What follows belongs to an exercise in optimizing a design on an open flow for a short achievable clock period and few clock cycles; a production flow would make more cautious choices. Function was checked by simulation only, so behaviour that the tests miss may differ from the original. Power is estimated from default activity; no workload was simulated.

==> sierra: inputs <==
## mipsCore
module mipsCore (
    input  logic                  clk,
    input  logic                  rstN,
    output logic                  memReqValid,
    output logic                  memReqWrite,
    output logic [31:0]           memReqAddr,
    output logic [31:0]           memReqWdata,
    input  logic                  memCredit,
    input  logic                  memRspValid,
    input  logic [31:0]           memRspData
);
export LEC_CHECK = 0
export ABC_CLOCK_PERIOD_IN_PS = 2500
export CAP_MARGIN = 20
export CORE_MARGIN = 2
export CORE_UTILIZATION = 30
export PLACE_DENSITY = 0.35
export SETUP_SLACK_MARGIN = 5
export SLEW_MARGIN = 20
export TNS_END_PERCENT = 10
create_clock -name core_clock -period 11.0 [get_ports {clk}]
run.sh (not shown) runs the stock make flow with config.mk's settings and CLKGATE_MAP_FILE= SYNTH_SCRIPT=/design/flow/synth_recipe.tcl, a recipe that flattens the netlist after the stock synthesis.
==> maple (differences from sierra) <==
--- a/flow/design.v
+++ b/flow/design.v
@@ -600,10 +600,12 @@
     assign rqB   = rqW[31:26] == 6'h04 && rqW[25:21] == rqW[20:16];
     assign pFollow   = rqFetch && rqE == pEpoch &&
                        ((rqJ && rqW[11:0] > rqPc) || (rqB && !rqW[15]));
     assign pFollowTo = rqJ ? rqW[11:0] : rqPc + 12'd1 + rqW[11:0];
     logic pResetMiss;
+    logic [11:0] f2PcP1;      
+    assign f2PcP1 = f2Pc[13:2] + 12'd1;
     always_comb begin
         pReset   = 1'b0;
         pResetMiss = 1'b0;
         pResetTo = ppc;
         if (eTaken && rdAhead > 12'(PW)) begin
@@ -774,21 +776,21 @@
         if (!rstN) begin
             ppc <= 12'hc00;
             p2V <= 1'b0;
             pEpoch <= 3'd0;
         end else if (pReset) begin
-            ppc <= pResetMiss ? pResetTo + 12'd1 : pResetTo;
+            ppc <= pResetMiss ? f2PcP1 : pResetTo;
             p2V <= pResetMiss;
             pEpoch <= pEpoch + 3'd1;
         end else if (p2Load) begin
             ppc <= ppc + 12'd1;
             p2V <= 1'b1;
         end
         if (!rstN) begin
             pIdxN <= ~CW'(12'hc00);
         end else if (pReset) begin
-            pIdxN <= pResetMiss ? ~(pResetTo[CW-1:0] + CW'(1)) : ~pResetTo[CW-1:0];
+            pIdxN <= pResetMiss ? ~f2PcP1[CW-1:0] : ~pResetTo[CW-1:0];
         end else if (p2Load) begin
             pIdxN <= ~(ppc[CW-1:0] + CW'(1));
         end
         if (pReset) begin
             p2Pc  <= pResetTo;
==> flow/flow/run.sh (new file) <==
#!/bin/bash
set -uo pipefail
MARGIN=7.5
bash standard.sh synth > run_synth.log 2>&1 || { tail -40 run_synth.log; exit 1; }
bash standard.sh SETUP_SLACK_MARGIN=$MARGIN "BUFFER_PORTS_ARGS=-buffer_cell sky130_fd_sc_hd__buf_8" MATCH_CELL_FOOTPRINT=0 finish > run_layout.log 2>&1 || { tail -40 run_layout.log; exit 1; }
==> flow/standard.sh (new file) <==
#!/bin/bash
# synth_recipe.tcl (not shown) runs the flow's synth.tcl, then flattens the netlist and writes it again
# the make line also repeats each setting of config.mk as NAME=value (left out here)
make -C /OpenROAD-flow-scripts/flow DESIGN_CONFIG=/design/flow/config.mk WORK_HOME=/design/flow/orfs CLKGATE_MAP_FILE= SYNTH_SCRIPT=/design/flow/synth_recipe.tcl "${@:-finish}"
- SETUP_SLACK_MARGIN: 5 -> default
removed: flow/run.sh
==> tundra (differences from sierra) <==
--- a/flow/design.v
+++ b/flow/design.v
@@ -600,10 +600,12 @@
     assign rqB   = rqW[31:26] == 6'h04 && rqW[25:21] == rqW[20:16];
     assign pFollow   = rqFetch && rqE == pEpoch &&
                        ((rqJ && rqW[11:0] > rqPc) || (rqB && !rqW[15]));
     assign pFollowTo = rqJ ? rqW[11:0] : rqPc + 12'd1 + rqW[11:0];
     logic pResetMiss;
+    logic [11:0] f2PcP1;      
+    assign f2PcP1 = f2Pc[13:2] + 12'd1;
     always_comb begin
         pReset   = 1'b0;
         pResetMiss = 1'b0;
         pResetTo = ppc;
         if (eTaken && rdAhead > 12'(PW)) begin
@@ -774,21 +776,21 @@
         if (!rstN) begin
             ppc <= 12'hc00;
             p2V <= 1'b0;
             pEpoch <= 3'd0;
         end else if (pReset) begin
-            ppc <= pResetMiss ? pResetTo + 12'd1 : pResetTo;
+            ppc <= pResetMiss ? f2PcP1 : pResetTo;
             p2V <= pResetMiss;
             pEpoch <= pEpoch + 3'd1;
         end else if (p2Load) begin
             ppc <= ppc + 12'd1;
             p2V <= 1'b1;
         end
         if (!rstN) begin
             pIdxN <= ~CW'(12'hc00);
         end else if (pReset) begin
-            pIdxN <= pResetMiss ? ~(pResetTo[CW-1:0] + CW'(1)) : ~pResetTo[CW-1:0];
+            pIdxN <= pResetMiss ? ~f2PcP1[CW-1:0] : ~pResetTo[CW-1:0];
         end else if (p2Load) begin
             pIdxN <= ~(ppc[CW-1:0] + CW'(1));
         end
         if (pReset) begin
             p2Pc  <= pResetTo;
==> flow/flow/run.sh (new file) <==
#!/bin/bash
set -uo pipefail
MARGIN=7.5
bash standard.sh synth > run_synth.log 2>&1 || { tail -40 run_synth.log; exit 1; }
bash standard.sh SETUP_SLACK_MARGIN=$MARGIN "BUFFER_PORTS_ARGS=-buffer_cell sky130_fd_sc_hd__buf_8" MATCH_CELL_FOOTPRINT=0 finish > run_layout.log 2>&1 || { tail -40 run_layout.log; exit 1; }
==> flow/standard.sh (new file) <==
#!/bin/bash
# synth_recipe.tcl (not shown) runs the flow's synth.tcl, then flattens the netlist and writes it again
# the make line also repeats each setting of config.mk as NAME=value (left out here)
make -C /OpenROAD-flow-scripts/flow DESIGN_CONFIG=/design/flow/config.mk WORK_HOME=/design/flow/orfs CLKGATE_MAP_FILE= SYNTH_SCRIPT=/design/flow/synth_recipe.tcl "${@:-finish}"
- SETUP_SLACK_MARGIN: 5 -> default
- TNS_END_PERCENT: 10 -> 30
removed: flow/run.sh
==> qor summary <==
| quantity | tundra | maple | sierra |
|---|---|---|---|
| Tap cell count | 10174 | 10174 | 10206 |
| Run status | no timing/DRC/antenna violations | no timing/DRC/antenna violations | no timing/DRC/antenna violations |
| Post-CTS setup repair buffer count | 395 | 334 | 0 |
| Clk cell area share | 7.15% | 7.33% | 7.57% |
| Global Route Usage Sum | 34.6% | 34.5% | 34.1% |
| Fraction of layout instances using a drive strength above 1 | 17.9% | 16.7% | 12.9% |
| Capture instance of the worst register-to-register path | dcqV | eY[29] | p2Hit |
| Total met3 wirelength after detailed routing | 128000 um | 127000 um | 118000 um |
| Max frequency | 251 MHz | 250 MHz | 172 MHz |
| Post-route cell area | 277000 um2 | 275000 um2 | 269000 um2 |
| Starting density of the core | 30.0% | 30.0% | 30.1% |
| Setup slack after layout | 7.01 ns | 7.00 ns | 5.17 ns |
| Clock network fraction of design power | 31.3% | 32.0% | 32.3% |
| Number of antenna violations at the first check in global routing | 96 | 121 | 118 |
| Floorplan Core Area | 763000 um2 | 763000 um2 | 768000 um2 |
Testbench counts of sierra, summed over its fixed seeds: cycles 45,493.
Testbench counts of maple, summed over its fixed seeds: cycles 45,493.
Testbench counts of tundra, summed over its fixed seeds: cycles 45,493.

-- re-timing with driven ports --
In the flow no input, the clock included, has a driving cell. The finished layouts below were timed again as built, in two steps.
Step 1: set_driving_cell puts a clkbuf_16 on clk and a buf_2 on each other input, an assumption about the parent block.
Step 2 times the ports against the registers' clock, not the clock port: input delays grow and output delays shrink by t, the midpoint of the rising clock arrivals with the driver on.
Three values: no drivers, after step 1, after step 2; two values: the first two.
| run | shift t [ns] | slack for setup (ns) | hold WS [ns] | worst data-port slew with drivers (ns) |
|---|---|---|---|---|
| sierra | 1.300 | 5.175 / 5.175 / 5.175 | 0.329 / 0.329 / 0.329 | 0.22 |
| maple | 1.297 | 6.997 / 6.997 / 5.871 | 0.335 / 0.335 / 0.335 | 0.11 |
| tundra | 1.286 | 7.009 / 6.974 / 5.986 | 0.330 / 0.330 / 0.330 | 0.08 |
After both steps every run listed still meets setup and hold. For maple, which loses most, drivers alone change the setup slack by 0.000 ns; drivers and shift together by -1.126 ns.
